What follows belongs to an exercise in optimizing a design on an open flow for small area; a production flow would make more cautious choices. At most, simulation tests tie the RTL to the original design; equivalence was not proved. Function not checked in runs 5 and 6: the RTL went through the layout flow alone. Power is estimated from default activity; no workload was simulated.

File: run.sh
#!/bin/bash
# synth_recipe.tcl (not shown) runs the flow's synth.tcl, then flattens the netlist and writes it again
# the make line also repeats each setting of config.mk as NAME=value (left out here)
make -C /OpenROAD-flow-scripts/flow DESIGN_CONFIG=/design/flow/config.mk WORK_HOME=/design/flow/orfs CLKGATE_MAP_FILE= SYNTH_SCRIPT=/design/flow/synth_recipe.tcl finish
File: config.mk
export PLATFORM = sky130hd
export DESIGN_NAME = bus_sniffer
export DESIGN_NICKNAME = bus_sniffer
export VERILOG_FILES = /design/flow/design.v
export SDC_FILE = /design/flow/constraint.sdc
export NUM_CORES = 4
export LEC_CHECK = 0
export CAP_MARGIN = 20
export CORE_MARGIN = 2
export CORE_UTILIZATION = 40
export PLACE_DENSITY = 0.6
export SLEW_MARGIN = 20
File: constraint.sdc
create_clock -name core_clock -period 5.0 [get_ports {clk_i}]
set_input_delay 1.0000 -clock core_clock [delete_from_list [all_inputs] [get_ports {clk_i}]]
set_output_delay 1.0000 -clock core_clock [all_outputs]
set_load 0.01 [all_outputs]
File: design.v
package sniffer_pkg;
  typedef logic [32-1:0] addr_t;
  typedef logic [32-1:0] data_t;
  typedef logic [4-1:0] be_t;
  typedef logic [32-1:0] ts_t;
  typedef logic [7:0] src_id_t;
  localparam int ReservedW = 128 - 8 - 32 - 32
                             - 32 - 4 - 3;
  typedef struct packed {
    src_id_t              source_id;     
    ts_t                  timestamp;     
    addr_t                address;       
    data_t                data;          
    be_t                  byte_enable;   
    logic                 we;            
    logic                 valid;         
    logic                 gnt;           
    logic [ReservedW-1:0] reserved;      
  } frame_t;
  typedef struct packed {
    logic                         req;      
    logic                         id1;      
    logic                         we_gnt;   
    be_t                          be;       
    addr_t                        addr;     
    data_t                        data;
    logic [12-1:0]  ts_lo;    
  } entry_t;
  localparam int EntryW = 3 + 4 + 32 + 32
                          + 12;
  typedef enum logic {
    IDLE,
    SHIFT
  } ser_state_e;
endpackage
module event_capture (
  input  logic                clk_i,
  input  logic                rst_ni,
  input  logic                instr_req_i,
  input  sniffer_pkg::addr_t  instr_addr_i,
  input  sniffer_pkg::data_t  instr_wdata_i,
  input  sniffer_pkg::be_t    instr_be_i,
  input  logic                instr_we_i,
  input  logic                instr_rvalid_i,
  input  sniffer_pkg::data_t  instr_rdata_i,
  input  logic                instr_gnt_i,
  input  logic                data_req_i,
  input  sniffer_pkg::addr_t  data_addr_i,
  input  sniffer_pkg::data_t  data_wdata_i,
  input  sniffer_pkg::be_t    data_be_i,
  input  logic                data_we_i,
  input  logic                data_rvalid_i,
  input  sniffer_pkg::data_t  data_rdata_i,
  input  logic                data_gnt_i,
  output logic                push_o,
  output sniffer_pkg::entry_t entry_o,
  output sniffer_pkg::ts_t    ts_o       
);
  sniffer_pkg::ts_t ts_q;
  always_ff @(posedge clk_i or negedge rst_ni) begin
    if (!rst_ni) begin
      ts_q <= '0;
    end else begin
      ts_q <= ts_q + sniffer_pkg::ts_t'(1);   
    end
  end
  assign ts_o = ts_q;
  always_comb begin
    push_o         = instr_req_i | instr_rvalid_i | data_req_i | data_rvalid_i;
    entry_o.req    = instr_req_i | (!instr_rvalid_i & data_req_i);
    entry_o.id1    = !instr_req_i & (instr_rvalid_i | data_req_i);
    entry_o.be     = instr_req_i ? instr_be_i : data_be_i;
    entry_o.addr   = instr_req_i ? instr_addr_i : data_addr_i;
    entry_o.ts_lo  = ts_q[12-1:0];
    if (instr_req_i) begin
      entry_o.we_gnt = instr_we_i;
      entry_o.data   = instr_wdata_i;
    end else if (instr_rvalid_i) begin
      entry_o.we_gnt = instr_gnt_i;
      entry_o.data   = instr_rdata_i;
    end else if (data_req_i) begin
      entry_o.we_gnt = data_we_i;
      entry_o.data   = data_wdata_i;
    end else begin
      entry_o.we_gnt = data_gnt_i;
      entry_o.data   = data_rdata_i;
    end
  end
endmodule
module frame_fifo #(
  parameter int Depth = 16
) (
  input  logic                clk_i,
  input  logic                rst_ni,
  input  logic                push_i,
  input  sniffer_pkg::entry_t entry_i,
  input  logic                pop_i,       
  input  logic                release_i,   
  output sniffer_pkg::entry_t head_o,      
  output logic                empty_o
);
  localparam int Slots = Depth + 1;
  localparam int W     = sniffer_pkg::EntryW;
  localparam int CntW  = $clog2(Depth) + 1;
  logic [CntW-1:0]  count_q;   
  logic             full;
  logic             push_ok;
  logic [Slots-1:0] valid_q;   
  logic [Slots-1:0] load;      
  logic [Slots-1:0] valid_in;  
  logic [Slots-1:0][W-1:0] slot_q;
  logic [Slots-1:0][W-1:0] slot_in;
  assign full    = (count_q == CntW'(Depth));
  assign push_ok = push_i && !full;
  assign empty_o = (count_q == '0);
  always_ff @(posedge clk_i or negedge rst_ni) begin
    if (!rst_ni) begin
      count_q <= '0;
    end else begin
      case ({push_ok, pop_i})
        2'b10:   count_q <= count_q + 1'b1;
        2'b01:   count_q <= count_q - 1'b1;
        default: count_q <= count_q;   
      endcase
    end
  end
  always_comb begin
    load[Slots-1] = !valid_q[Slots-1] || release_i;
    for (int k = Slots - 2; k >= 0; k--) begin
      load[k] = !valid_q[k] || load[k+1];
    end
  end
  assign valid_in = {valid_q[Slots-2:0], push_ok};
  assign slot_in  = {slot_q[Slots-2:0], entry_i};
  always_ff @(posedge clk_i or negedge rst_ni) begin
    if (!rst_ni) begin
      valid_q <= '0;
    end else begin
      for (int k = 0; k < Slots; k++) begin
        if (load[k]) begin
          valid_q[k] <= valid_in[k];
        end
      end
    end
  end
  for (genvar k = 0; k < Slots; k++) begin : g_slot
    always_ff @(posedge clk_i) begin
      if (load[k]) begin
        slot_q[k] <= slot_in[k];
      end
    end
  end
  assign head_o = slot_q[Slots-1];
endmodule
module frame_serializer (
  input  logic                clk_i,
  input  logic                rst_ni,
  input  logic                empty_i,
  input  sniffer_pkg::entry_t entry_i,     
  input  sniffer_pkg::ts_t    ts_i,        
  output logic                pop_o,
  output logic                release_o,   
  output logic                sniffer_tdo_o,
  output logic                sniffer_valid_o
);
  localparam int CntW = $clog2(128);
  localparam int LoW  = 12;
  localparam int HiW  = 32 - LoW;
  logic            busy_q;      
  logic [CntW-1:0] bit_cnt_q;   
  logic            tdo_q;
  logic            valid_q;
  logic            wrapped;
  logic [HiW-1:0]  ts_hi;
  logic [128-1:0] frame;
  logic            mask;
  logic            frame_bit;
  assign pop_o     = !busy_q && !empty_i;   
  assign release_o = busy_q && (bit_cnt_q == CntW'(122));   
  assign wrapped = (ts_i[LoW-1:0] < entry_i.ts_lo);
  assign ts_hi   = ts_i[32-1:LoW] - HiW'(wrapped);
  assign frame = {5'b0, !(entry_i.req || entry_i.id1), entry_i.id1, entry_i.req,
                  ts_hi, entry_i.ts_lo,
                  entry_i.addr,
                  entry_i.data,
                  entry_i.be,
                  entry_i.req && entry_i.we_gnt,
                  1'b1,
                  entry_i.req || entry_i.we_gnt,
                  17'b0};
  assign mask = !entry_i.req &&
                ((bit_cnt_q >= CntW'(20) && bit_cnt_q < CntW'(24)) ||
                 (bit_cnt_q >= CntW'(56) && bit_cnt_q < CntW'(88)));
  assign frame_bit = frame[bit_cnt_q] && !mask;
  always_ff @(posedge clk_i or negedge rst_ni) begin
    if (!rst_ni) begin
      busy_q  <= 1'b0;
      tdo_q   <= 1'b0;
      valid_q <= 1'b0;
    end else begin
      if (pop_o) begin
        busy_q <= 1'b1;
      end else if (bit_cnt_q == CntW'(128 - 1)) begin
        busy_q <= 1'b0;
      end
      tdo_q   <= busy_q && frame_bit;   
      valid_q <= busy_q;
    end
  end
  always_ff @(posedge clk_i) begin
    if (busy_q) begin
      bit_cnt_q <= bit_cnt_q + 1'b1;   
    end else begin
      bit_cnt_q <= '0;
    end
  end
  assign sniffer_tdo_o   = tdo_q;
  assign sniffer_valid_o = valid_q;
endmodule
module bus_sniffer (
  input  logic                clk_i,
  input  logic                rst_ni,
  input  logic                instr_req_i,
  input  sniffer_pkg::addr_t  instr_addr_i,
  input  sniffer_pkg::data_t  instr_wdata_i,
  input  sniffer_pkg::be_t    instr_be_i,
  input  logic                instr_we_i,
  input  logic                instr_rvalid_i,
  input  sniffer_pkg::data_t  instr_rdata_i,
  input  logic                instr_gnt_i,
  input  logic                data_req_i,
  input  sniffer_pkg::addr_t  data_addr_i,
  input  sniffer_pkg::data_t  data_wdata_i,
  input  sniffer_pkg::be_t    data_be_i,
  input  logic                data_we_i,
  input  logic                data_rvalid_i,
  input  sniffer_pkg::data_t  data_rdata_i,
  input  logic                data_gnt_i,
  output logic                sniffer_tdo_o,
  output logic                sniffer_valid_o
);
  logic   push;
  sniffer_pkg::entry_t cap_entry;
  sniffer_pkg::ts_t    ts;
  logic   pop;
  logic   release_head;
  logic   empty;
  sniffer_pkg::entry_t head_entry;
  event_capture u_capture (
    .clk_i     (clk_i),
    .rst_ni    (rst_ni),
    .instr_req_i(instr_req_i),
    .instr_addr_i(instr_addr_i),
    .instr_wdata_i(instr_wdata_i),
    .instr_be_i(instr_be_i),
    .instr_we_i(instr_we_i),
    .instr_rvalid_i(instr_rvalid_i),
    .instr_rdata_i(instr_rdata_i),
    .instr_gnt_i(instr_gnt_i),
    .data_req_i(data_req_i),
    .data_addr_i(data_addr_i),
    .data_wdata_i(data_wdata_i),
    .data_be_i (data_be_i),
    .data_we_i (data_we_i),
    .data_rvalid_i(data_rvalid_i),
    .data_rdata_i(data_rdata_i),
    .data_gnt_i(data_gnt_i),
    .push_o    (push),
    .entry_o   (cap_entry),
    .ts_o      (ts)
  );
  frame_fifo #(
    .Depth (16)
  ) u_fifo (
    .clk_i   (clk_i),
    .rst_ni  (rst_ni),
    .push_i    (push),
    .entry_i   (cap_entry),
    .pop_i     (pop),
    .release_i (release_head),
    .head_o    (head_entry),
    .empty_o   (empty)
  );
  frame_serializer u_serializer (
    .clk_i           (clk_i),
    .rst_ni          (rst_ni),
    .empty_i         (empty),
    .entry_i         (head_entry),
    .ts_i            (ts),
    .pop_o           (pop),
    .release_o       (release_head),
    .sniffer_tdo_o   (sniffer_tdo_o),
    .sniffer_valid_o (sniffer_valid_o)
  );
endmodule
==> flow_metrics.py, run 1 <==
metrics = {
    "worst_setup_path": {
        "r2r-start": "u_capture.ts_q[1]$_DFF_PN0_",
        "critPathRequiredTime_ns": 5.59,
        "critPathArrivalTime_ns": 4.68,
        "r2r_setup_slack_ns": 0.91,
        "critPathMaxStageDelay_ns": 0.53,
        "crit_path_start": "u_capture.ts_q[1]$_DFF_PN0_",
        "crit_type": "reg -> reg",
        "crit_path_frequent_cell": "ha_1",
        "critPathLaunchType": "flop",
        "rr_worst_depth": 16,
        "setup.worst_path.end": "u_serializer.tdo_q$_DFF_PN0_",
        "rr_endpoint": "u_serializer.tdo_q$_DFF_PN0_",
        "crit_chain": "ha_1 -> a21o_1 -> a21o_1 -> a21oi_1 -> o21a_1 -> o21ai_0 -> a31oi_1 -> ha_1 -> ha_1 -> or4b_4 -> or2_4 -> nor3_4 -> nor3_2 -> a2111oi_4 -> a211oi_2 -> o41ai_2",
        "cpMaxStageDelayCell": "or4b_4",
        "crit_path_max_fanout": 7,
        "cp-end-kind": "flop",
    },
    "clock_tree": {
        "clock_latency_ns": 0.75,
        "clock_sinks": 1475,
        "cts_setup_buffers": 0,
        "cts_hold_buf": 0,
        "cts_tree": "done",
        "h-tree-depth": 4,
        "clock_path_buffers": 3,
        "clkTransAtPathRegs_ns": 0.06,
        "cts_root_buf": "clkbuf_16",
        "cts_buffers": 142,
        "ctsResizeCount": 0,
    },
    "routing": {
        "met2_length_um": 29600,
        "via_per_inst": 4.39,
        "met3WireLength_um": 2840,
        "highest_layer": "met4",
        "finalWirelength_um": 63300,
        "vias": 18200,
        "drt_iter0_markers": 1134,
        "drc": 0,
        "drt-met1-wl_um": 28700,
        "post_drt_wl_per_cell_um": 15.2,
        "detail-route-antenna-nets": 0,
        "drtPass1Iterations": 5,
    },
    "floorplanning": {
        "placementRows": 127,
        "die_area_sq_um": 124000,
        "core_sq_um": 120000,
        "pin_count": 212,
        "fp.dieW_um": 351,
        "die_y_um": 351,
        "start_util_pct": 40.3,
    },
    "place": {
        "portBuffers": 211,
        "place_congestion": 0.809,
        "place_hpwl_um": 40800,
        "place_ws_ns": 0.935,
        "dp.cells": 3897,
    },
    "power": {
        "power_w": 0.0242,
        "clkPwrFrac_pct": 43.0,
        "p_int_w": 0.0196,
        "p_leak_nw": 18.5,
        "p_switching_w": 0.00457,
        "power_frac_seq_pct": 55.3,
        "ir_worst_vdd_mv": 0.340,
        "combPwrFrac_pct": 1.6,
        "powerDensity_nw_per_um2": 423,
        "swShare_pct": 18.9,
    },
    "final_layout": {
        "syn2layout_area_growth_pct": 18.6,
        "final_nets": 2660,
        "final_cell_count_no_fill": 4158,
        "fill_cells": 9634,
        "layout-drive-gt1-share_pct": 12.7,
    },
    "sta": {
        "finalClockSkew_ns": 0.0358,
        "fin_tns_setup_ns": 0,
        "period_share_pct": 81.8,
        "finalHoldViolations": 0,
        "fmax_mhz": 244,
        "maxSlewViolCount": 0,
        "setup_violations": 0,
        "holdWs_ns": 0.214,
        "grt_setup_unrepaired": "false",
        "finalCriticalPeriod_ns": 4.09,
        "timing.final.ws_setup_ns": 0.910,
        "worstMarginPinSlew_ns": 1.04,
        "relSlewSlack_pct": 31.0,
    },
    "logic_synthesis": {
        "yosys.area_share.adder_pct": 0.560,
        "synth_most_common_cell": "edfxtp_1",
        "synth-seq-cells": 1475,
        "ys_types": 61,
        "synth_nets": 2331,
        "synth_async_sr_flop_share_pct": 3.86,
        "synthTopCellsByArea": "edfxtp_1 88%, dfrtp_1 3.0%, mux4_2 1.1%",
        "yosysTopAreaCell": "edfxtp_1",
        "ys_seq_area_share_pct": 91.0,
        "synth_top_family_by_area": "multiplexers",
        "synth.area.mux_share_pct": 2.66,
        "synth-edff-count": 1411,
        "yosysWarnings": 3,
        "synthCells": 2100,
        "synth.avg_cell_area_sq_um": 23.0,
        "synthSimpleGateAreaFrac_pct": 2.53,
        "yosys-top-cells-count": "1411 x edfxtp_1, 67 x nand2_1, 57 x dfrtp_1",
        "yosysTopAreaCellShare_pct": 87.7,
        "syn-cell-area_sq_um": 48300,
        "synth_compound_area_share_pct": 1.70,
        "synth_xor_area_share_pct": 0.834,
        "synth_ff_type": "edfxtp_1",
    },
    "flow_run": {
        "drv_cap": 0,
    },
    "worst_hold_path": {
        "min_path_type": "in -> async",
    },
    "global_routing": {
        "overflow": 0,
        "grt_pass1_wl_um": 103000,
        "grt_max_degree": 86,
        "grt_antenna_before_repair": 1,
        "grt_pass1_vias": 18900,
        "grtUsageTotal_pct": 10.6,
    },
    "status": {
        "status": "complete, no violations",
    },
}
-- power by group through the flow --
stage / Combinational [W] / Sequential (W) / Clock [W]
6_report: 0.000396 / 0.0134 / 0.0104
3_5_place_dp: 0.000407 / 0.0137 / 0
2_1_floorplan: 0.000170 / 0.0136 / 0
5_1_grt: 0.000440 / 0.0134 / 0.0113
3_3_place_gp: 0.000391 / 0.0136 / 0
4_1_cts: 0.000408 / 0.0134 / 0.0107
-- registers in the layout, summed over array words and instances (netlist names) --
signal and count:
u_capture.ts_q 32, u_serializer.busy_q 1, u_fifo.valid_q 17, u_serializer.tdo_q 1, u_fifo.slot_q 1411, u_fifo.count_q 5, u_serializer.bit_cnt_q 7, u_serializer.valid_q 1
-- through the flow --
step           area (sq um)  utilization [%]
2_1_floorplan         48400                -
6_report              57300             47.8
5_1_grt               57300             47.8
3_5_place_dp          52500             43.9
3_3_place_gp          52500             43.9
4_1_cts               57300             47.8
-- cell usage in the layout, fill, tap and decap left out, drive strengths merged, types with 13 or more instances in the layout --
| cell | n |
|---|---|
| edfxtp | 1411 |
| clkdlybuf4s50 | 207 |
| clkbuf | 183 |
| nand2 | 67 |
| clkinv | 59 |
| dfrtp | 57 |
| nor2 | 54 |
| o21ai | 47 |
| a21oi | 44 |
| mux2 | 37 |
| mux2i | 35 |
| buf | 33 |
| inv | 33 |
| xnor2 | 30 |
| nand3 | 26 |
| mux4 | 23 |
| ha | 20 |
| nand2b | 18 |
| xor2 | 16 |
| nor3 | 13 |
-- worst min path at each step --
| stage | endpoint | slack [ns] | cells past startpoint |
|---|---|---|---|
| detailed placement | u_fifo.slot_q[1032]$_DFFE_PP_ | 0.40 | 0 |
| global route | u_capture.ts_q[8]$_DFF_PN0_ | 0.19 | 1 |
| finish | u_capture.ts_q[9]$_DFF_PN0_ | 0.21 | 1 |
| CTS | u_capture.ts_q[9]$_DFF_PN0_ | 0.16 | 1 |
| floorplan | u_fifo.slot_q[1000]$_DFFE_PP_ | 0.40 | 0 |
| global placement | u_fifo.slot_q[734]$_DFFE_PP_ | 0.40 | 0 |
-- area by class of cell --
cell class,instances,area [sq um],share of cell area (%)
Multi-Input combinational cell,536,4110,7.18
Inverter,34,150,0.262
Timing Repair Buffer,240,2320,4.06
Clock buffer,183,3760,6.56
Antenna cell,1,2.50,0.00437
Sequential cell,1475,43900,76.7
Tap cell,1612,2020,3.52
Clock inverter,77,955,1.67
-- metal layers --
metal,global-route usage (%),vias up
li1,-,8898
met1,14.5,8771
met2,16.3,425
met3,2.42,140
met4,5.03,0
met5,0,-
-- critical path: cells and delay by family (launching register included) --
kind | cells | cell delay [ns]
AND/OR/NAND/NOR | 4 | 1.08
flip-flops | 1 | 0.41
adder cells (fa/ha/maj) | 3 | 0.72
AO/OA/AOI/OAI | 9 | 1.73
-- logic make-up (layout without fill, tap and decap cells) --
family | Yosys count | after routing
flops | 1475 | 1475
simple gates | 239 | 239
compound gates | 135 | 135
mux | 95 | 95
buf+inv | 89 | 534
xor+xnor | 46 | 46
fa+ha+maj | 21 | 21
other cells | 0 | 1
==> run 2: changes to the inputs <==
--- a/config.mk
+++ b/config.mk
@@ -7,6 +7,9 @@
 export LEC_CHECK = 0
 export CAP_MARGIN = 20
 export CORE_MARGIN = 2
-export CORE_UTILIZATION = 40
-export PLACE_DENSITY = 0.6
+export CORE_UTILIZATION = 65
+export CTS_BUF_LIST = sky130_fd_sc_hd__clkbuf_4 sky130_fd_sc_hd__clkbuf_8
+export CTS_CLUSTER_DIAMETER = 60
+export CTS_CLUSTER_SIZE = 20
+export PLACE_DENSITY = 0.75
 export SLEW_MARGIN = 20
==> flow_metrics.py, run 2 <==
metrics = {
    "status": {
        "status": "complete, no violations",
    },
    "sta": {
        "maxSlewViolCount": 0,
        "worstMarginPinSlew_ns": 1.03,
        "period_share_pct": 81.2,
        "finalHoldViolations": 0,
        "timing.final.ws_setup_ns": 0.942,
        "setup_violations": 0,
        "finalCriticalPeriod_ns": 4.06,
        "grt_setup_unrepaired": "false",
        "relSlewSlack_pct": 31.5,
        "finalClockSkew_ns": 0.0424,
        "fmax_mhz": 246,
    },
    "power": {
        "powerDensity_nw_per_um2": 354,
        "p_leak_nw": 17.0,
        "ir_worst_vdd_mv": 0.202,
        "p_int_w": 0.0154,
        "p_switching_w": 0.00341,
        "power_frac_seq_pct": 70.9,
        "clkPwrFrac_pct": 27.0,
        "combPwrFrac_pct": 2.1,
        "swShare_pct": 18.1,
    },
    "logic_synthesis": {
        "synthTopCellsByArea": "edfxtp_1 88%, dfrtp_1 3.0%, mux4_2 1.1%",
        "synth.avg_cell_area_sq_um": 23.0,
        "synthCells": 2100,
        "yosys-top-cells-count": "1411 x edfxtp_1, 67 x nand2_1, 57 x dfrtp_1",
        "yosysTopAreaCell": "edfxtp_1",
        "synth_nets": 2331,
        "ys_types": 61,
        "yosysTopAreaCellShare_pct": 87.7,
        "syn-cell-area_sq_um": 48300,
        "ys_seq_area_share_pct": 91.0,
        "yosysWarnings": 3,
        "synth-edff-count": 1411,
        "synth_most_common_cell": "edfxtp_1",
        "synth_ff_type": "edfxtp_1",
        "synth_async_sr_flop_share_pct": 3.86,
        "synth-seq-cells": 1475,
    },
    "worst_setup_path": {
        "critPathRequiredTime_ns": 5.60,
        "crit_type": "reg -> reg",
        "crit_path_max_fanout": 7,
        "worst-path-stages": 16,
        "critPathMaxStageDelay_ns": 0.54,
        "r2r-start": "u_capture.ts_q[1]$_DFF_PN0_",
        "crit_path_frequent_cell": "ha_1",
        "cpMaxStageDelayCell": "or4b_4",
        "critPathLaunchType": "flop",
        "crit_chain": "ha_1 -> a21o_1 -> a21o_1 -> a21oi_1 -> o21a_1 -> o21ai_0 -> a31oi_1 -> ha_1 -> ha_1 -> or4b_4 -> or2_4 -> nor3_4 -> nor3_2 -> a2111oi_4 -> a211oi_2 -> o41ai_2",
        "cp_top_family": "compound AO/OA/AOI/OAI gates",
        "cp-end-kind": "flop",
        "rr_worst_depth": 16,
        "r2r_setup_slack_ns": 0.94,
        "critPathArrivalTime_ns": 4.66,
        "rr_endpoint": "u_serializer.tdo_q$_DFF_PN0_",
        "worst-path-buf-inv": 0,
    },
    "place": {
        "place_ws_ns": 0.983,
        "place_congestion": 0.845,
        "portBuffers": 211,
        "place_hpwl_um": 38500,
    },
    "global_routing": {
        "grt_pass1_vias": 18000,
        "overflow": 0,
        "grt_max_degree": 105,
        "grt_pass1_wl_um": 94300,
        "grtUsageTotal_pct": 15.9,
        "grt_antenna_before_repair": 2,
    },
    "final_layout": {
        "postLayoutCoreUtil_pct": 72.8,
        "syn2layout_area_growth_pct": 10.4,
        "layout-drive-gt1-share_pct": 10.1,
        "final_common_cell": "edfxtp_1",
        "reg_top3": "u_fifo.slot_q: 1411 flops, u_capture.ts_q: 32 flops, u_fifo.valid_q: 17 flops",
        "largest_reg_flops": 1411,
        "final_nets": 2602,
        "layout_common_cells": "1411 x edfxtp_1, 207 x clkdlybuf4s50_1, 88 x clkbuf_8",
        "largest_register": "u_fifo.slot_q",
    },
    "floorplanning": {
        "die_area_sq_um": 76500,
        "placementRows": 99,
        "fp.dieW_um": 277,
        "core_sq_um": 73200,
        "start_util_pct": 66.0,
        "pin_count": 212,
        "die_y_um": 277,
    },
    "routing": {
        "drt_iter0_markers": 1161,
        "drtPass1Iterations": 5,
        "via_per_inst": 5.30,
        "drc": 0,
        "post_drt_wl_per_cell_um": 17.3,
        "finalWirelength_um": 58100,
        "vias": 17800,
        "detail-route-antenna-nets": 0,
    },
    "clock_tree": {
        "cts_buffers": 87,
        "clock_sinks": 1475,
        "cts_tree": "done",
        "clkTransAtPathRegs_ns": 0.11,
        "clock_latency_ns": 0.73,
        "h-tree-depth": 3,
        "cts_hold_buf": 0,
        "clock_path_buffers": 3,
        "ctsResizeCount": 0,
        "cts_setup_buffers": 0,
        "cts_root_buf": "clkbuf_8",
    },
    "worst_hold_path": {
        "min_path_type": "in -> async",
    },
    "flow_run": {
        "drv_cap": 0,
    },
}
[run 2: how the worst max path moves through the flow]
stage / startpoint / end
after floorplan: u_serializer.bit_cnt_q[0]$_SDFF_PN0_ / u_fifo.slot_q[166]$_DFFE_PP_
after global placement: u_capture.ts_q[1]$_DFF_PN0_ / u_serializer.tdo_q$_DFF_PN0_
after detailed placement: u_capture.ts_q[1]$_DFF_PN0_ / u_serializer.tdo_q$_DFF_PN0_
after CTS: u_capture.ts_q[1]$_DFF_PN0_ / u_serializer.tdo_q$_DFF_PN0_
after global routing: u_capture.ts_q[1]$_DFF_PN0_ / u_serializer.tdo_q$_DFF_PN0_
final: u_capture.ts_q[1]$_DFF_PN0_ / u_serializer.tdo_q$_DFF_PN0_
[run 2: worst reg2reg max path, stage by stage, from the launching register on]
cell and delay, ns:
dfrtp_1 0.44, ha_1 0.31, a21o_1 0.16, a21o_1 0.17
a21oi_1 0.18, o21a_1 0.14, o21ai_0 0.11, a31oi_1 0.21
ha_1 0.21, ha_1 0.20, or4b_4 0.54, or2_4 0.29
nor3_4 0.20, nor3_2 0.07, a2111oi_4 0.35, a211oi_2 0.07
o41ai_2 0.31
[run 2: metal layers]
metal	part of all wire, %	track usage [%]	wire, um	vias to the layer above
met3	4.7	2.55	2750	102
met2	49	26.2	28800	431
met5	0	0	0	-
li1	-	-	-	8690
met1	43	21.6	24800	8607
met4	3.1	6.36	1830	0
[run 2: kinds of logic after synthesis]
family | count (synthesis) | share of synthesized area (%)
simple gates | 239 | 2.53
compound gates | 135 | 1.70
buf+inv | 89 | 0.741
fa+ha+maj | 21 | 0.560
flops | 1475 | 91.0
xor+xnor | 46 | 0.834
mux | 95 | 2.66
[run 2: power groups by stage]
stage                     Clock (W)  Combinational [W]  Sequential (W)
after floorplan                   0           0.000170          0.0136
after global placement            0           0.000373          0.0136
after detailed placement          0           0.000392          0.0136
after CTS                   0.00531           0.000394          0.0134
after global routing        0.00571           0.000430          0.0134
final                       0.00509           0.000392          0.0134
[run 2: through the flow]
stage | hold WS (ns) | setup TNS, ns | total power, W | area [sq um] | cells
5_1_grt | 0.144 | 0 | 0.0195 | 53300 | 3365
3_5_place_dp | 0.405 | 0 | 0.0140 | 51700 | 3238
3_3_place_gp | 0.400 | 0 | 0.0140 | 51700 | 3238
6_report | 0.193 | 0 | 0.0189 | 53300 | 3365
4_1_cts | 0.125 | 0 | 0.0191 | 53200 | 3361
2_1_floorplan | 0.400 | -1402.10 | 0.0138 | 48400 | 2100
[run 2: final cells by class]
type                       count  area (sq um)
antenna                        1          2.50
clock buffer                 106          1350
multi-input combinational    536          4120
tap                          959          1200
inverter                      34           144
fill                        3920         19900
timing repair buffer         237          2360
clock inverter                17           185
sequential                  1475         43900
==> run 3: changes to the inputs <==
==> flow/run.sh (new file) <==
#!/bin/bash
# The standard layout (the standard.sh: standard synthesis, floorplan,
# power grid, placement, CTS, routing), with one placement option that the
# flow settings cannot reach: port buffers are the smallest buffer, buf_1,
# instead of the delay cell buffer_ports picks by default (every port still
# gets its own buffer)
# Each tool's output goes to the ORFS logs under orfs/logs/; make's own
# output is kept in flow_make.log here.
set -euo pipefail
cd "$(dirname "$0")/.."
export BUFFER_PORTS_ARGS="-buffer_cell sky130_fd_sc_hd__buf_1"
bash standard.sh finish > flow_make.log 2>&1
==> standard.sh (new file) <==
#!/bin/bash
# synth_recipe.tcl (not shown) runs the flow's synth.tcl, then flattens the netlist and writes it again
# the make line also repeats each setting of config.mk as NAME=value (left out here)
make -C /OpenROAD-flow-scripts/flow DESIGN_CONFIG=/design/flow/config.mk WORK_HOME=/design/flow/orfs CLKGATE_MAP_FILE= SYNTH_SCRIPT=/design/flow/synth_recipe.tcl "${@:-finish}"
removed: run.sh
==> flow_metrics.py, run 3 <==
metrics = {
    "sta": {
        "finalClockSkew_ns": 0.0338,
        "fmax_mhz": 252,
        "finalHoldViolations": 0,
        "relSlewSlack_pct": 30.9,
        "maxSlewViolCount": 0,
        "setup_violations": 0,
        "grt_setup_unrepaired": "false",
        "period_share_pct": 79.4,
        "finalCriticalPeriod_ns": 3.97,
        "worstMarginPinSlew_ns": 1.04,
    },
    "clock_tree": {
        "cts_buffers": 90,
        "clkTransAtPathRegs_ns": 0.10,
        "clock_sinks": 1475,
        "cts_setup_buffers": 0,
        "h-tree-depth": 3,
        "clock_path_buffers": 3,
        "cts_root_buf": "clkbuf_8",
        "cts_tree": "done",
        "ctsResizeCount": 0,
        "cts_hold_buf": 0,
        "clock_latency_ns": 0.73,
    },
    "logic_synthesis": {
        "ys_seq_area_share_pct": 91.0,
        "synth.avg_cell_area_sq_um": 23.0,
        "syn-cell-area_sq_um": 48300,
        "synth-edff-count": 1411,
        "synthTopCellsByArea": "edfxtp_1 88%, dfrtp_1 3.0%, mux4_2 1.1%",
        "synth_ff_type": "edfxtp_1",
        "synth_async_sr_flop_share_pct": 3.86,
        "synth_most_common_cell": "edfxtp_1",
        "synthCells": 2100,
        "synth.area.mux_share_pct": 2.66,
        "synth-seq-cells": 1475,
        "synth_xor_area_share_pct": 0.834,
        "yosys.area_share.adder_pct": 0.560,
        "yosysTopAreaCellShare_pct": 87.7,
        "yosysTopAreaCell": "edfxtp_1",
        "synth_compound_area_share_pct": 1.70,
        "yosys-top-cells-count": "1411 x edfxtp_1, 67 x nand2_1, 57 x dfrtp_1",
        "synth_top_family_by_area": "multiplexers",
        "synth_nets": 2331,
        "yosysWarnings": 3,
        "ys_types": 61,
        "synthSimpleGateAreaFrac_pct": 2.53,
    },
    "final_layout": {
        "largest_register": "u_fifo.slot_q",
        "reg_top3": "u_fifo.slot_q: 1411 flops, u_capture.ts_q: 32 flops, u_fifo.valid_q: 17 flops",
        "final_common_cell": "edfxtp_1",
        "final_nets": 2604,
        "final_cell_count_no_fill": 3377,
        "largest_reg_flops": 1411,
        "final_area_sq_um": 52200,
        "syn2layout_area_growth_pct": 7.99,
        "layout-drive-gt1-share_pct": 10.5,
        "layout_common_cells": "1411 x edfxtp_1, 207 x buf_1, 92 x clkbuf_8",
        "fill_cells": 4095,
    },
    "routing": {
        "finalWirelength_um": 59600,
        "via_per_inst": 5.32,
        "drc": 0,
        "drt_iter0_markers": 1131,
        "vias": 18000,
        "drtPass1Iterations": 5,
        "detail-route-antenna-nets": 0,
        "post_drt_wl_per_cell_um": 17.6,
    },
    "power": {
        "p_int_w": 0.0156,
        "p_switching_w": 0.00349,
        "clkPwrFrac_pct": 28.3,
        "power_frac_seq_pct": 70.2,
        "powerDensity_nw_per_um2": 365,
        "swShare_pct": 18.3,
        "combPwrFrac_pct": 1.5,
        "ir_worst_vdd_mv": 0.219,
        "p_leak_nw": 16.5,
    },
    "status": {
        "status": "complete, no violations",
    },
    "flow_run": {
        "drv_cap": 0,
    },
    "place": {
        "portBuffers": 211,
        "placed_area_sq_um": 50400,
        "place_hpwl_um": 39500,
        "dp.cells": 3239,
        "place_congestion": 0.983,
    },
    "floorplanning": {
        "fp.dieW_um": 277,
        "core_sq_um": 73200,
        "placementRows": 99,
        "pin_count": 212,
        "start_util_pct": 66.0,
        "die_y_um": 277,
        "die_area_sq_um": 76500,
    },
    "worst_setup_path": {
        "crit_path_max_fanout": 7,
        "cp-end-kind": "flop",
        "critPathLaunchType": "flop",
        "critPathArrivalTime_ns": 4.58,
        "crit_type": "reg -> reg",
        "critPathRequiredTime_ns": 5.60,
    },
    "global_routing": {
        "grt_antenna_before_repair": 3,
        "grtUsageTotal_pct": 16.3,
        "grt_max_degree": 105,
        "grt_pass1_wl_um": 96700,
        "grt_pass1_vias": 18100,
        "overflow": 0,
    },
    "worst_hold_path": {
        "min_path_type": "in -> async",
    },
}
[run 3: cell counts after synthesis]
No cell type changed its count.
[run 3: cell type report]
| class | instances | area, sq um | share of cell area, % |
|---|---|---|---|
| well taps | 959 | 1200 | 2.30 |
| repair buffers | 236 | 1020 | 1.96 |
| diodes | 1 | 2.50 | 0.00480 |
| clock buffers | 113 | 1420 | 2.73 |
| multi-input cells | 536 | 4130 | 7.92 |
| flip-flops and latches | 1475 | 43900 | 84.2 |
| clock inverters | 23 | 290 | 0.557 |
| inverters | 34 | 145 | 0.278 |
[run 3: through the flow]
stage	util, %	hold slack, ns	setup TNS [ns]	total power, W	setup slack (ns)
2_1_floorplan	-	0.400	-1402.10	0.0138	-3.71
3_3_place_gp	68.8	0.401	0	0.0139	1.07
3_5_place_dp	68.8	0.405	0	0.0139	1.05
4_1_cts	71.2	0.409	0	0.0193	1.02
5_1_grt	71.2	0.423	0	0.0197	0.742
6_report	71.2	0.412	0	0.0190	1.03
[run 3: power groups by stage]
stage | Clock [W] | Combinational, W | Sequential, W
detailed placement | 0 | 0.000289 | 0.0136
finish | 0.00539 | 0.000290 | 0.0134
CTS | 0.00561 | 0.000292 | 0.0134
global route | 0.00600 | 0.000325 | 0.0134
global placement | 0 | 0.000273 | 0.0136
floorplan | 0 | 0.000170 | 0.0136
[run 3: logic make-up after synthesis]
kind of cell / after synthesis
multiplexers: 95
AND/OR/NAND/NOR: 239
adder cells (fa/ha/maj): 21
flip-flops: 1475
XOR/XNOR: 46
AO/OA/AOI/OAI: 135
buffers and inverters: 89
[run 3: layer usage]
metal  track usage [%]  vias to the layer above  part of all wire (%)
met3              2.64                       87                   4.7
met2              26.6                      417                    49
li1                  -                     8702                     -
met5                 0                        -                     0
met1              22.6                     8762                    43
met4              6.22                        0                   2.9
[run 3: path summary, 6_finish.rpt]
check	slack, ns	startpoint	to	depth (start not counted)
setup / recovery	1.03	u_capture.ts_q[1]$_DFF_PN0_	u_serializer.tdo_q$_DFF_PN0_	16
hold / removal	0.41	rst_ni	u_serializer.busy_q$_DFFE_PN0P_	2
setup reg to reg	1.03	u_capture.ts_q[1]$_DFF_PN0_	u_serializer.tdo_q$_DFF_PN0_	16
hold reg to reg	0.41	u_fifo.slot_q[438]$_DFFE_PP_	u_fifo.slot_q[521]$_DFFE_PP_	0
max in group asynchronous	4.03	rst_ni	u_capture.ts_q[5]$_DFF_PN0_	2
min in group core_clock	0.41	u_fifo.slot_q[438]$_DFFE_PP_	u_fifo.slot_q[521]$_DFFE_PP_	0
[run 3: critical path, cell delays in order (launching register included)]
cell,delay [ns]
dfrtp_1,0.43
ha_1,0.31
a21o_1,0.16
a21o_1,0.17
a21oi_1,0.16
o21a_1,0.13
o21ai_0,0.11
a31oi_1,0.20
ha_1,0.21
ha_1,0.20
or4b_4,0.53
or2_4,0.28
nor3_4,0.19
nor3_2,0.07
a2111oi_4,0.34
a211oi_2,0.07
o41ai_2,0.31
==> run 4: changes to the inputs <==
--- a/flow/run.sh
+++ b/flow/run.sh
@@ -8,5 +8,6 @@
 # output is kept in flow_make.log here.
 set -euo pipefail
 cd "$(dirname "$0")/.."
+export CTS_ARGS="-sink_clustering_enable -repair_clock_nets -dont_use_dummy_load -sink_clustering_size 20 -sink_clustering_max_diameter 60 -buf_list {sky130_fd_sc_hd__clkbuf_4 sky130_fd_sc_hd__clkbuf_8}"
 export BUFFER_PORTS_ARGS="-buffer_cell sky130_fd_sc_hd__buf_1"
 bash standard.sh finish > flow_make.log 2>&1
==> flow_metrics.py, run 4 <==
metrics = {
    "place": {
        "place_congestion": 0.983,
        "dp.cells": 3239,
        "place_hpwl_um": 39500,
        "portBuffers": 211,
    },
    "worst_setup_path": {
        "setup.worst_path.end": "u_serializer.tdo_q$_DFF_PN0_",
        "critPathRequiredTime_ns": 5.52,
        "critPathArrivalTime_ns": 4.54,
        "crit_path_max_fanout": 7,
        "rr_endpoint": "u_serializer.tdo_q$_DFF_PN0_",
        "critPathLaunchType": "flop",
        "r2r_setup_slack_ns": 0.98,
        "cp-end-kind": "flop",
        "crit_type": "reg -> reg",
        "crit_path_start": "u_capture.ts_q[1]$_DFF_PN0_",
        "r2r-start": "u_capture.ts_q[1]$_DFF_PN0_",
        "rr_worst_depth": 16,
    },
    "logic_synthesis": {
        "synth-edff-count": 1411,
        "yosysTopAreaCellShare_pct": 87.7,
        "ys_types": 61,
        "synth_most_common_cell": "edfxtp_1",
        "yosysTopAreaCell": "edfxtp_1",
        "synth_async_sr_flop_share_pct": 3.86,
        "syn-cell-area_sq_um": 48300,
        "yosysWarnings": 3,
        "yosys-top-cells-count": "1411 x edfxtp_1, 67 x nand2_1, 57 x dfrtp_1",
        "synth_nets": 2331,
        "synth_ff_type": "edfxtp_1",
        "synthTopCellsByArea": "edfxtp_1 88%, dfrtp_1 3.0%, mux4_2 1.1%",
        "synth.avg_cell_area_sq_um": 23.0,
        "synth-seq-cells": 1475,
        "synthCells": 2100,
        "ys_seq_area_share_pct": 91.0,
    },
    "sta": {
        "finalCriticalPeriod_ns": 4.02,
        "maxSlewViolCount": 0,
        "finalClockSkew_ns": 0.0823,
        "grt_setup_unrepaired": "false",
        "setup_violations": 0,
        "finalHoldViolations": 0,
        "period_share_pct": 80.4,
        "worstMarginPinSlew_ns": 1.05,
        "relSlewSlack_pct": 30.3,
        "holdWs_ns": 0.389,
        "fmax_mhz": 249,
    },
    "routing": {
        "vias": 17800,
        "post_drt_wl_per_cell_um": 17.6,
        "drtPass1Iterations": 5,
        "drt_iter0_markers": 1161,
        "drc": 0,
        "detail-route-antenna-nets": 0,
        "via_per_inst": 5.35,
        "finalWirelength_um": 58600,
    },
    "clock_tree": {
        "cts_hold_buf": 0,
        "cts_tree": "done",
        "cts_buffers": 90,
        "clkTransAtPathRegs_ns": 0.11,
        "clock_path_buffers": 3,
        "h-tree-depth": 3,
        "clock_sinks": 1475,
        "cts_setup_buffers": 0,
        "clock_latency_ns": 0.70,
        "cts_root_buf": "clkbuf_8",
        "ctsResizeCount": 0,
    },
    "floorplanning": {
        "die_y_um": 277,
        "pin_count": 212,
        "core_sq_um": 73200,
        "die_area_sq_um": 76500,
        "fp.dieW_um": 277,
        "placementRows": 99,
        "start_util_pct": 66.0,
    },
    "flow_run": {
        "drv_cap": 0,
    },
    "final_layout": {
        "final_common_cell": "edfxtp_1",
        "layout_common_cells": "1411 x edfxtp_1, 207 x buf_1, 90 x clkbuf_8",
        "final_nets": 2604,
        "final_cell_count_no_fill": 3331,
        "syn2layout_area_growth_pct": 7.01,
        "largest_register": "u_fifo.slot_q",
        "reg_top3": "u_fifo.slot_q: 1411 flops, u_capture.ts_q: 32 flops, u_fifo.valid_q: 17 flops",
        "layout-drive-gt1-share_pct": 8.86,
        "largest_reg_flops": 1411,
    },
    "global_routing": {
        "grt_pass1_wl_um": 95100,
        "overflow": 0,
        "grt_pass1_vias": 17900,
        "grt_max_degree": 105,
        "grt_antenna_before_repair": 6,
        "grtUsageTotal_pct": 16.0,
    },
    "power": {
        "powerDensity_nw_per_um2": 354,
        "power_w": 0.0183,
        "ir_worst_vdd_mv": 0.214,
        "p_leak_nw": 16.3,
    },
    "worst_hold_path": {
        "min_path_type": "reg -> reg",
        "min_from": "u_fifo.slot_q[42]$_DFFE_PP_",
    },
    "status": {
        "status": "complete, no violations",
    },
}
run 4: cell counts after synthesis:
No cell type changed its count.
run 4: worst min-delay path by stage:
| stage | endpoint | slack, ns | cells past startpoint |
|---|---|---|---|
| final | u_fifo.slot_q[125]$_DFFE_PP_ | 0.39 | 0 |
| after global routing | u_fifo.slot_q[1356]$_DFFE_PP_ | 0.39 | 0 |
| after CTS | u_fifo.slot_q[125]$_DFFE_PP_ | 0.39 | 0 |
| after detailed placement | u_fifo.slot_q[1005]$_DFFE_PP_ | 0.40 | 0 |
| after global placement | u_fifo.slot_q[839]$_DFFE_PP_ | 0.40 | 0 |
| after floorplan | u_fifo.slot_q[1000]$_DFFE_PP_ | 0.40 | 0 |
run 4: through the flow:
stage                     utilization (%)  cell area (sq um)  setup TNS [ns]  setup slack [ns]
after global routing                 70.6              51700               0             0.708
after CTS                            70.5              51600               0             0.968
after detailed placement             68.8              50400               0              1.05
after floorplan                         -              48400        -1402.10             -3.71
after global placement               68.8              50400               0              1.07
final                                70.6              51700               0             0.978
run 4: critical path: stages (launching register included):
cell	delay, ns
dfrtp_1	0.43
ha_1	0.31
a21o_1	0.16
a21o_1	0.17
a21oi_1	0.16
o21a_1	0.13
o21ai_0	0.11
a31oi_1	0.20
ha_1	0.21
ha_1	0.21
or4b_4	0.53
or2_4	0.28
nor3_4	0.19
nor3_2	0.07
a2111oi_4	0.34
a211oi_2	0.07
o41ai_2	0.31
run 4: report_power, final:
part	switching (W)	internal [W]
clock	0.00301	0.00162
sequential	0.0000269	0.0133
combinational	0.000158	0.000132
total	0.00320	0.0151
run 4: kinds of logic (layout without fill, tap and decap cells):
kind of cell,count (synthesis),count (layout),share of synthesized area (%)
XOR/XNOR,46,46,0.834
AND/OR/NAND/NOR,239,239,2.53
buffers and inverters,89,360,0.741
multiplexers,95,95,2.66
other,0,1,0
adder cells (fa/ha/maj),21,21,0.560
flip-flops,1475,1475,91.0
AO/OA/AOI/OAI,135,135,1.70
run 4: layout make-up:
type | instances | area (sq um)
Tap cell | 959 | 1200
Fill cell | 4161 | 21500
Antenna cell | 1 | 2.50
Multi-Input combinational cell | 536 | 4130
Timing Repair Buffer | 236 | 1020
Clock buffer | 90 | 1240
Sequential cell | 1475 | 43900
Inverter | 34 | 145
run 4: per-layer routing:
layer  wire length, um  up-vias  global-route usage, %
met2             28800      405                   26.1
met5                 0        -                      0
met3              2540       84                   2.52
met4              1720        0                   6.04
met1             25500     8682                   22.2
li1                  -     8663                      -
==> run 5: changes to the inputs <==
--- a/design.v
+++ b/design.v
@@ -96,6 +96,7 @@
   input  sniffer_pkg::entry_t entry_i,
   input  logic                pop_i,       
   input  logic                release_i,   
+  input  logic                release_next_i,   
   output sniffer_pkg::entry_t head_o,      
   output logic                empty_o
 );
@@ -108,6 +109,9 @@
   logic [Slots-1:0] valid_q;   
   logic [Slots-1:0] load;      
   logic [Slots-1:0] valid_in;  
+  logic [Slots-1:0] valid_d;
+  logic [Slots-1:0] stuck_d;   
+  logic [Slots-1:0] keep_q;    
   logic [Slots-1:0][W-1:0] slot_q;
   logic [Slots-1:0][W-1:0] slot_in;
   assign full    = (count_q == CntW'(Depth));
@@ -132,22 +136,27 @@
   end
   assign valid_in = {valid_q[Slots-2:0], push_ok};
   assign slot_in  = {slot_q[Slots-2:0], entry_i};
+  always_comb begin
+    for (int k = 0; k < Slots; k++) begin
+      valid_d[k] = load[k] ? valid_in[k] : valid_q[k];
+    end
+    stuck_d[Slots-1] = valid_d[Slots-1] && !release_next_i;
+    for (int k = Slots - 2; k >= 0; k--) begin
+      stuck_d[k] = valid_d[k] && stuck_d[k+1];
+    end
+  end
   always_ff @(posedge clk_i or negedge rst_ni) begin
     if (!rst_ni) begin
       valid_q <= '0;
+      keep_q  <= '0;
     end else begin
-      for (int k = 0; k < Slots; k++) begin
-        if (load[k]) begin
-          valid_q[k] <= valid_in[k];
-        end
-      end
+      valid_q <= valid_d;
+      keep_q  <= stuck_d;
     end
   end
   for (genvar k = 0; k < Slots; k++) begin : g_slot
     always_ff @(posedge clk_i) begin
-      if (load[k]) begin
-        slot_q[k] <= slot_in[k];
-      end
+      slot_q[k] <= ({W{load[k]}} & slot_in[k]) | ({W{keep_q[k]}} & slot_q[k]);
     end
   end
   assign head_o = slot_q[Slots-1];
@@ -160,27 +169,51 @@
   input  sniffer_pkg::ts_t    ts_i,        
   output logic                pop_o,
   output logic                release_o,   
+  output logic                release_next_o,   
   output logic                sniffer_tdo_o,
   output logic                sniffer_valid_o
 );
-  localparam int CntW = $clog2(128);
-  localparam int LoW  = 12;
-  localparam int HiW  = 32 - LoW;
+  localparam int CntW  = $clog2(128);
+  localparam int LoW   = 12;
+  localparam int HiW   = 32 - LoW;
+  localparam int HiPos = 88 + LoW;   
   logic            busy_q;      
   logic [CntW-1:0] bit_cnt_q;   
   logic            tdo_q;
   logic            valid_q;
   logic            wrapped;
-  logic [HiW-1:0]  ts_hi;
+  logic            lo_wrap;
+  logic            hi_win;
+  logic            borrow_q;    
+  logic            ones_q;      
   logic [128-1:0] frame;
   logic            mask;
   logic            frame_bit;
+  function automatic logic below(input logic [LoW-1:0] a, input logic [LoW-1:0] b);
+    logic lt;
+    lt = 1'b0;
+    for (int i = 0; i < LoW; i++) begin
+      lt = (a[i] ^ b[i]) ? b[i] : lt;
+    end
+    below = lt;
+  endfunction
   assign pop_o     = !busy_q && !empty_i;   
   assign release_o = busy_q && (bit_cnt_q == CntW'(122));   
-  assign wrapped = (ts_i[LoW-1:0] < entry_i.ts_lo);
-  assign ts_hi   = ts_i[32-1:LoW] - HiW'(wrapped);
+  assign release_next_o = busy_q && (bit_cnt_q == CntW'(121));
+  assign wrapped = below(ts_i[LoW-1:0], entry_i.ts_lo);
+  assign lo_wrap = &ts_i[LoW-1:0];   
+  assign hi_win  = (bit_cnt_q >= CntW'(HiPos)) && (bit_cnt_q < CntW'(HiPos + HiW));
+  always_ff @(posedge clk_i) begin
+    if (!hi_win) begin
+      borrow_q <= lo_wrap || wrapped;
+      ones_q   <= 1'b1;
+    end else begin
+      borrow_q <= lo_wrap ? (ones_q && frame_bit) : (borrow_q && !frame_bit);
+      ones_q   <= ones_q && frame_bit;
+    end
+  end
   assign frame = {5'b0, !(entry_i.req || entry_i.id1), entry_i.id1, entry_i.req,
-                  ts_hi, entry_i.ts_lo,
+                  ts_i[32-1:LoW], entry_i.ts_lo,
                   entry_i.addr,
                   entry_i.data,
                   entry_i.be,
@@ -191,7 +224,15 @@
   assign mask = !entry_i.req &&
                 ((bit_cnt_q >= CntW'(20) && bit_cnt_q < CntW'(24)) ||
                  (bit_cnt_q >= CntW'(56) && bit_cnt_q < CntW'(88)));
-  assign frame_bit = frame[bit_cnt_q] && !mask;
+  logic [31:0] sel1;
+  logic [7:0]  sel2;
+  logic [1:0]  sel3;
+  always_comb begin
+    for (int g = 0; g < 32; g++) sel1[g] = frame[4*g + bit_cnt_q[1:0]];
+    for (int g = 0; g < 8; g++)  sel2[g] = sel1[4*g + bit_cnt_q[3:2]];
+    for (int g = 0; g < 2; g++)  sel3[g] = sel2[4*g + bit_cnt_q[5:4]];
+  end
+  assign frame_bit = sel3[bit_cnt_q[6]];
   always_ff @(posedge clk_i or negedge rst_ni) begin
     if (!rst_ni) begin
       busy_q  <= 1'b0;
@@ -203,7 +244,7 @@
       end else if (bit_cnt_q == CntW'(128 - 1)) begin
         busy_q <= 1'b0;
       end
-      tdo_q   <= busy_q && frame_bit;   
+      tdo_q   <= busy_q && ((frame_bit && !mask) ^ (hi_win && borrow_q));   
       valid_q <= busy_q;
     end
   end
@@ -244,6 +285,7 @@
   sniffer_pkg::ts_t    ts;
   logic   pop;
   logic   release_head;
+  logic   release_head_next;
   logic   empty;
   sniffer_pkg::entry_t head_entry;
   event_capture u_capture (
@@ -278,6 +320,7 @@
     .entry_i   (cap_entry),
     .pop_i     (pop),
     .release_i (release_head),
+    .release_next_i (release_head_next),
     .head_o    (head_entry),
     .empty_o   (empty)
   );
@@ -289,6 +332,7 @@
     .ts_i            (ts),
     .pop_o           (pop),
     .release_o       (release_head),
+    .release_next_o  (release_head_next),
     .sniffer_tdo_o   (sniffer_tdo_o),
     .sniffer_valid_o (sniffer_valid_o)
   );
--- a/flow/run.sh
+++ b/flow/run.sh
@@ -1,9 +1,11 @@
 #!/bin/bash
 # The standard layout (the standard.sh: standard synthesis, floorplan,
-# power grid, placement, CTS, routing), with one placement option that the
-# flow settings cannot reach: port buffers are the smallest buffer, buf_1,
-# instead of the delay cell buffer_ports picks by default (every port still
-# gets its own buffer)
+# power grid, placement, CTS, routing), with options the flow settings
+# cannot reach:
+#  - port buffers are the smallest buffer, buf_1, instead of the delay cell
+#    buffer_ports picks by default (every port still gets its own buffer)
+#  - CTS (same clustering and buffers as config.mk's CTS settings) without
+#    dummy loads; the tree is still an H-tree balanced by CTS
 # Each tool's output goes to the ORFS logs under orfs/logs/; make's own
 # output is kept in flow_make.log here.
 set -euo pipefail
==> flow_metrics.py, run 5 <==
metrics = {
    "global_routing": {
        "grt_antenna_before_repair": 9,
        "met1_usage_pct": 29.9,
        "top_usage_layer": "met2",
        "overflow": 0,
        "grt_max_degree": 85,
        "grt_util_met2_pct": 34.0,
        "grt_pass1_wl_um": 139000,
        "globalRouteMet3Util_pct": 3.13,
        "grt_pass1_vias": 27200,
        "grtUsageTotal_pct": 21.3,
    },
    "power": {
        "ir_worst_vdd_mv": 0.299,
        "power_w": 0.0287,
        "powerDensity_nw_per_um2": 569,
        "combPwrFrac_pct": 17.6,
        "swShare_pct": 25.0,
        "clkPwrFrac_pct": 16.8,
        "p_int_w": 0.0215,
        "p_leak_nw": 20.2,
        "p_switching_w": 0.00717,
        "power_frac_seq_pct": 65.6,
    },
    "routing": {
        "detail-route-antenna-nets": 0,
        "vias": 28900,
        "finalWirelength_um": 83700,
        "drtPass1Iterations": 5,
        "drt_iter0_markers": 1510,
        "via_per_inst": 5.94,
        "post_drt_wl_per_cell_um": 17.2,
        "drc": 0,
    },
    "logic_synthesis": {
        "synth_most_common_cell": "dfxtp_1",
        "syn-cell-area_sq_um": 48200,
        "yosysTopAreaCellShare_pct": 59.0,
        "synth-edff-count": 0,
        "synth_nets": 4123,
        "synth_async_sr_flop_share_pct": 4.95,
        "synth.avg_cell_area_sq_um": 12.3,
        "yosysWarnings": 3,
        "synth_ff_type": "dfxtp_1",
        "synthCells": 3903,
        "ys_types": 65,
        "ys_seq_area_share_pct": 62.9,
        "synthTopCellsByArea": "dfxtp_1 59%, a22o_1 24%, dfrtp_1 3.8%",
        "yosysTopAreaCell": "dfxtp_1",
        "yosys-top-cells-count": "1420 x dfxtp_1, 1334 x a22o_1, 272 x clkbuf_1",
        "synth-seq-cells": 1494,
    },
    "worst_setup_path": {
        "cp_top_family": "simple AND/OR/NAND/NOR gates",
        "cpMaxStageDelayCell": "or4_2",
        "critPathArrivalTime_ns": 3.93,
        "crit_path_max_fanout": 72,
        "critPathMaxStageDelay_ns": 0.84,
        "critPathLaunchType": "flop",
        "worst-path-buf-inv": 2,
        "crit_chain": "buf_4 -> nand4b_4 -> o311ai_4 -> or4_2 -> nor2_4 -> and3_2 -> buf_4 -> o21ai_0",
        "crit_path_frequent_cell": "buf_4",
        "critPathRequiredTime_ns": 5.57,
        "r2r-start": "u_serializer.bit_cnt_q[2]$_SDFF_PN0_",
        "rr_endpoint": "u_fifo.slot_q[51]$_DFF_P_",
        "crit_type": "reg -> reg",
        "rr_worst_depth": 8,
        "cp-end-kind": "flop",
        "r2r_setup_slack_ns": 1.64,
    },
    "sta": {
        "setup_violations": 0,
        "relSlewSlack_pct": 33.1,
        "finalHoldViolations": 0,
        "finalClockSkew_ns": 0.0606,
        "maxSlewViolCount": 0,
        "period_share_pct": 67.3,
        "worstMarginPinSlew_ns": 0.999,
        "fmax_mhz": 297,
        "finalCriticalPeriod_ns": 3.37,
        "fin_tns_setup_ns": 0,
        "grt_setup_unrepaired": "false",
    },
    "worst_hold_path": {
        "min_path_type": "in -> async",
    },
    "final_layout": {
        "largest_register": "u_fifo.slot_q",
        "layout-drive-gt1-share_pct": 5.54,
        "final_common_cell": "dfxtp_1",
        "layout_common_cells": "1419 x dfxtp_1, 1334 x a22o_1, 207 x buf_1",
        "largest_reg_flops": 1411,
        "reg_top3": "u_fifo.slot_q: 1411 flops, u_capture.ts_q: 32 flops",
        "final_nets": 4124,
        "final_area_sq_um": 50400,
        "syn2layout_area_growth_pct": 4.60,
    },
    "flow_run": {
        "drv_cap": 0,
    },
    "floorplanning": {
        "die_y_um": 276,
        "pin_count": 212,
        "fp.dieW_um": 276,
        "core_sq_um": 73200,
        "die_area_sq_um": 76300,
        "placementRows": 99,
        "start_util_pct": 65.8,
    },
    "place": {
        "portBuffers": 211,
        "placed_area_sq_um": 49200,
        "place_congestion": 0.947,
        "place_hpwl_um": 58900,
    },
    "status": {
        "status": "complete, no violations",
    },
    "clock_tree": {
        "cts_root_buf": "clkbuf_8",
        "cts_buffers": 88,
        "clock_path_buffers": 3,
        "clkTransAtPathRegs_ns": 0.11,
        "clock_latency_ns": 0.71,
        "cts_tree": "done",
        "cts_hold_buf": 0,
        "clock_sinks": 1494,
        "h-tree-depth": 3,
        "cts_setup_buffers": 0,
        "ctsResizeCount": 0,
    },
}
-- run 5: layer usage --
| metal | vias up | part of all wire (%) | wire (um) |
|---|---|---|---|
| li1 | 14700 | - | - |
| met1 | 13500 | 49 | 41300 |
| met2 | 546 | 43 | 36300 |
| met3 | 130 | 4.8 | 4030 |
| met4 | 2 | 2.4 | 2040 |
| met5 | - | 0.012 | 10 |
-- run 5: cells by family (layout without fill, tap and decap cells) --
logic type      Yosys count  in the layout  synth area share, %
flops                  1494           1494                 62.9
xor+xnor                 39             39                0.709
simple gates            333            333                 3.24
mux                     111            111                 2.86
other cells               0              1                    0
fa+ha+maj                15             15                0.379
compound gates         1534           1534                 26.7
buf+inv                 377            376                 3.23
-- run 5: worst max path at each step --
| stage | startpoint | to | slack, ns | depth (start not counted) |
|---|---|---|---|---|
| 2_1_floorplan | data_req_i | u_fifo.count_q[4]$_DFFE_PN0P_ | 1.55 | 14 |
| 3_3_place_gp | instr_req_i | u_fifo.count_q[4]$_DFFE_PN0P_ | 1.44 | 13 |
| 3_5_place_dp | instr_req_i | u_fifo.count_q[4]$_DFFE_PN0P_ | 1.50 | 13 |
| 4_1_cts | u_serializer.bit_cnt_q[2]$_SDFF_PN0_ | u_fifo.slot_q[20]$_DFF_P_ | 1.63 | 8 |
| 5_1_grt | u_serializer.bit_cnt_q[2]$_SDFF_PN0_ | u_fifo.keep_q[0]$_DFF_PN0_ | 1.33 | 8 |
| 6_report | u_serializer.bit_cnt_q[2]$_SDFF_PN0_ | u_fifo.slot_q[51]$_DFF_P_ | 1.64 | 8 |
-- run 5: power groups by stage --
stage | combinational (W) | clock (W) | sequential [W]
4_1_cts | 0.00509 | 0.00497 | 0.0188
5_1_grt | 0.00559 | 0.00540 | 0.0193
6_report | 0.00506 | 0.00481 | 0.0188
2_1_floorplan | 0.00454 | 0 | 0.0182
3_5_place_dp | 0.00509 | 0 | 0.0191
3_3_place_gp | 0.00483 | 0 | 0.0189
-- run 5: stage by stage --
| step | std cells | worst slack [ns] | hold slack [ns] | util [%] |
|---|---|---|---|---|
| 3_5_place_dp | 4772 | 1.50 | 0.449 | 67.2 |
| 6_report | 4862 | 1.64 | 0.438 | 68.8 |
| 2_1_floorplan | 3903 | 1.55 | 0.423 | - |
| 3_3_place_gp | 4772 | 1.44 | 0.446 | 67.2 |
| 4_1_cts | 4860 | 1.63 | 0.437 | 68.8 |
| 5_1_grt | 4862 | 1.33 | 0.463 | 68.8 |
-- run 5: final cells by class --
cell class | instances | area [sq um]
multi-input cells | 2032 | 16400
repair buffers | 258 | 1170
fillers | 5107 | 22800
clock buffers | 88 | 1210
inverters | 30 | 113
flip-flops and latches | 1494 | 30300
well taps | 959 | 1200
diodes | 1 | 2.50
-- run 5: worst reg2reg max path: stages (launching register included) --
cell and delay [ns]:
dfxtp_1 0.32, buf_4 0.30, nand4b_4 0.26, o311ai_4 0.19, or4_2 0.84, nor2_4 0.24, and3_2 0.30, buf_4 0.52
o21ai_0 0.29
==> run 6: changes to the inputs <==
--- a/flow/run.sh
+++ b/flow/run.sh
@@ -10,6 +10,6 @@
 # output is kept in flow_make.log here.
 set -euo pipefail
 cd "$(dirname "$0")/.."
-export CTS_ARGS="-sink_clustering_enable -repair_clock_nets -dont_use_dummy_load -sink_clustering_size 20 -sink_clustering_max_diameter 60 -buf_list {sky130_fd_sc_hd__clkbuf_4 sky130_fd_sc_hd__clkbuf_8}"
+export CTS_ARGS="-sink_clustering_enable -repair_clock_nets -dont_use_dummy_load -sink_clustering_size 22 -sink_clustering_max_diameter 50 -buf_list {sky130_fd_sc_hd__clkbuf_8}"
 export BUFFER_PORTS_ARGS="-buffer_cell sky130_fd_sc_hd__buf_1"
 bash standard.sh finish > flow_make.log 2>&1
==> flow_metrics.py, run 6 <==
metrics = {
    "logic_synthesis": {
        "yosys-top-cells-count": "1420 x dfxtp_1, 1334 x a22o_1, 272 x clkbuf_1",
        "ys_seq_area_share_pct": 62.9,
        "synth-edff-count": 0,
        "yosysWarnings": 3,
        "synth_most_common_cell": "dfxtp_1",
        "yosysTopAreaCellShare_pct": 59.0,
        "synthCells": 3903,
        "synth-seq-cells": 1494,
        "ys_types": 65,
        "synth_nets": 4123,
        "synth.avg_cell_area_sq_um": 12.3,
        "yosysTopAreaCell": "dfxtp_1",
        "synthTopCellsByArea": "dfxtp_1 59%, a22o_1 24%, dfrtp_1 3.8%",
        "syn-cell-area_sq_um": 48200,
        "synth_ff_type": "dfxtp_1",
        "synth_async_sr_flop_share_pct": 4.95,
    },
    "sta": {
        "worstMarginPinSlew_ns": 0.993,
        "fmax_mhz": 281,
        "finalHoldViolations": 0,
        "fin_tns_setup_ns": 0,
        "finalClockSkew_ns": 0.0661,
        "relSlewSlack_pct": 33.2,
        "maxSlewViolCount": 0,
        "setup_violations": 0,
        "finalCriticalPeriod_ns": 3.56,
        "grt_setup_unrepaired": "false",
        "period_share_pct": 71.3,
    },
    "floorplanning": {
        "pin_count": 212,
        "core_sq_um": 73200,
        "fp.dieW_um": 276,
        "start_util_pct": 65.8,
        "die_y_um": 276,
        "die_area_sq_um": 76300,
        "placementRows": 99,
    },
    "place": {
        "dp.cells": 4772,
        "placed_area_sq_um": 49200,
        "portBuffers": 211,
        "place_congestion": 0.947,
        "place_hpwl_um": 58900,
    },
    "power": {
        "powerDensity_nw_per_um2": 575,
        "power_w": 0.0292,
        "ir_worst_vdd_mv": 0.359,
        "p_leak_nw": 20.4,
    },
    "flow_run": {
        "drv_cap": 0,
    },
    "worst_setup_path": {
        "cp-end-kind": "flop",
        "rr_worst_depth": 8,
        "r2r-start": "u_serializer.bit_cnt_q[2]$_SDFF_PN0_",
        "crit_type": "reg -> reg",
        "crit_path_start": "u_serializer.bit_cnt_q[2]$_SDFF_PN0_",
        "critPathRequiredTime_ns": 5.56,
        "critPathLaunchType": "flop",
        "r2r_setup_slack_ns": 1.44,
        "crit_path_max_fanout": 27,
        "critPathArrivalTime_ns": 4.12,
        "rr_endpoint": "u_fifo.keep_q[1]$_DFF_PN0_",
    },
    "global_routing": {
        "grt_pass1_wl_um": 140000,
        "overflow": 0,
        "grt_util_met2_pct": 34.1,
        "grt_antenna_before_repair": 9,
        "grtUsageTotal_pct": 21.3,
        "grt_max_degree": 85,
        "met1_usage_pct": 29.8,
        "globalRouteMet3Util_pct": 3.08,
        "top_usage_layer": "met2",
        "grt_pass1_vias": 27400,
    },
    "clock_tree": {
        "clock_path_buffers": 3,
        "cts_setup_buffers": 0,
        "clock_latency_ns": 0.72,
        "clkTransAtPathRegs_ns": 0.10,
        "cts_tree": "done",
        "h-tree-depth": 3,
        "cts_buffers": 113,
        "ctsResizeCount": 0,
        "clock_sinks": 1494,
        "cts_root_buf": "clkbuf_8",
        "cts_hold_buf": 0,
    },
    "final_layout": {
        "reg_top3": "u_fifo.slot_q: 1411 flops, u_capture.ts_q: 32 flops",
        "layout-drive-gt1-share_pct": 6.14,
        "syn2layout_area_growth_pct": 5.31,
        "layout_common_cells": "1419 x dfxtp_1, 1334 x a22o_1, 207 x buf_1",
        "final_common_cell": "dfxtp_1",
        "largest_reg_flops": 1411,
        "fill_cells": 5093,
        "final_nets": 4149,
        "postLayoutCoreUtil_pct": 69.3,
        "largest_register": "u_fifo.slot_q",
        "final_area_sq_um": 50700,
        "final_cell_count_no_fill": 4887,
    },
    "routing": {
        "drt_iter0_markers": 1528,
        "post_drt_wl_per_cell_um": 17.2,
        "drtPass1Iterations": 5,
        "vias": 29100,
        "via_per_inst": 5.95,
        "drc": 0,
        "finalWirelength_um": 84100,
        "detail-route-antenna-nets": 0,
    },
    "worst_hold_path": {
        "min_path_type": "in -> async",
    },
    "status": {
        "status": "complete, no violations",
    },
}
## run 6: cell counts after synthesis
No cell type changed its count.
## run 6: how the worst max path moves through the flow
stage / cells past startpoint / endpoint
floorplan: 14 / u_fifo.count_q[4]$_DFFE_PN0P_
global placement: 13 / u_fifo.count_q[4]$_DFFE_PN0P_
detailed placement: 13 / u_fifo.count_q[4]$_DFFE_PN0P_
CTS: 8 / u_fifo.slot_q[43]$_DFF_P_
global route: 8 / u_fifo.keep_q[1]$_DFF_PN0_
finish: 8 / u_fifo.keep_q[1]$_DFF_PN0_
## run 6: power by group
| group | leakage (nW) | internal [W] | switching, W |
|---|---|---|---|
| logic | 6.88 | 0.00364 | 0.00142 |
| registers | 12.7 | 0.0163 | 0.00253 |
| clock network | 0.812 | 0.00201 | 0.00330 |
## run 6: stage by stage
step                hold WS, ns  setup slack (ns)
floorplan                 0.423              1.55
global placement          0.446              1.44
detailed placement        0.449              1.50
CTS                       0.419              1.60
global route              0.441              1.27
finish                    0.428              1.44
## run 6: per-layer routing
metal  share of wire [%]  up-vias  routed length (um)
li1                    -    14800                   -
met1                  50    13500               41700
met4                 2.6        2                2170
met5               0.012        -                  10
met3                 4.4      135                3670
met2                  43      611               36500
## run 6: cells by family (layout without fill, tap and decap cells)
family,after synthesis,after routing,share of synthesized area [%]
flops,1494,1494,62.9
xor+xnor,39,39,0.709
fa+ha+maj,15,15,0.379
buf+inv,377,401,3.23
compound gates,1534,1534,26.7
mux,111,111,2.86
simple gates,333,333,3.24
other cells,0,1,0
## run 6: layout make-up
class / instances / area, sq um / share of cell area [%]
inverters: 30 / 113 / 0.222
repair buffers: 258 / 1170 / 2.30
well taps: 959 / 1200 / 2.37
multi-input cells: 2032 / 16400 / 32.3
diodes: 1 / 2.50 / 0.00493
clock buffers: 113 / 1560 / 3.07
flip-flops and latches: 1494 / 30300 / 59.7
## run 6: critical path: stages (launching register included)
cell	delay [ns]
dfxtp_1	0.32
buf_4	0.31
nand4b_4	0.25
o311ai_4	0.20
nor3_1	0.48
a221oi_1	0.20
nor4_1	0.84
o21ai_0	0.56
a21oi_1	0.25

==> separate check: timing with driven ports <==
The results above use ideal ports. As a check the final layouts listed here were re-extracted and re-timed, cells and wires unchanged. Step 1 sets driving cells, clkbuf_16 on the clock port and buf_2 on the other inputs (assumed; they add their load-dependent delay and slew). Step 2 times the ports against the registers' clock, not the clock port: input delays grow and output delays shrink by t, the midpoint of the rising clock arrivals with the driver on. Three values: no drivers, after step 1, after step 2; two values: the first two.
run | t (ns) | slack for setup (ns) | hold slack, ns | slew at the worst register clock pin (ns)
run 1 | 0.774 | 0.910 / 0.910 / 0.910 | 0.214 / 0.185 / 0.401 | 0.06 / 0.06
run 2 | 0.762 | 0.942 / 0.942 / 0.942 | 0.193 / 0.157 / 0.404 | 0.12 / 0.12
run 3 | 0.770 | 1.028 / 1.028 / 1.028 | 0.412 / 0.384 / 0.412 | 0.12 / 0.12
run 4 | 0.712 | 0.978 / 0.978 / 0.978 | 0.389 / 0.389 / 0.389 | 0.11 / 0.11
run 5 | 0.738 | 1.635 / 1.635 / 1.474 | 0.438 / 0.410 / 0.443 | 0.12 / 0.12
run 6 | 0.750 | 1.437 / 1.437 / 1.437 | 0.428 / 0.400 / 0.428 | 0.12 / 0.12
After both steps every run listed still meets setup and hold. The setup slack of run 5, which loses most, moves by 0.000 ns with the drivers and by -0.161 ns with both steps.
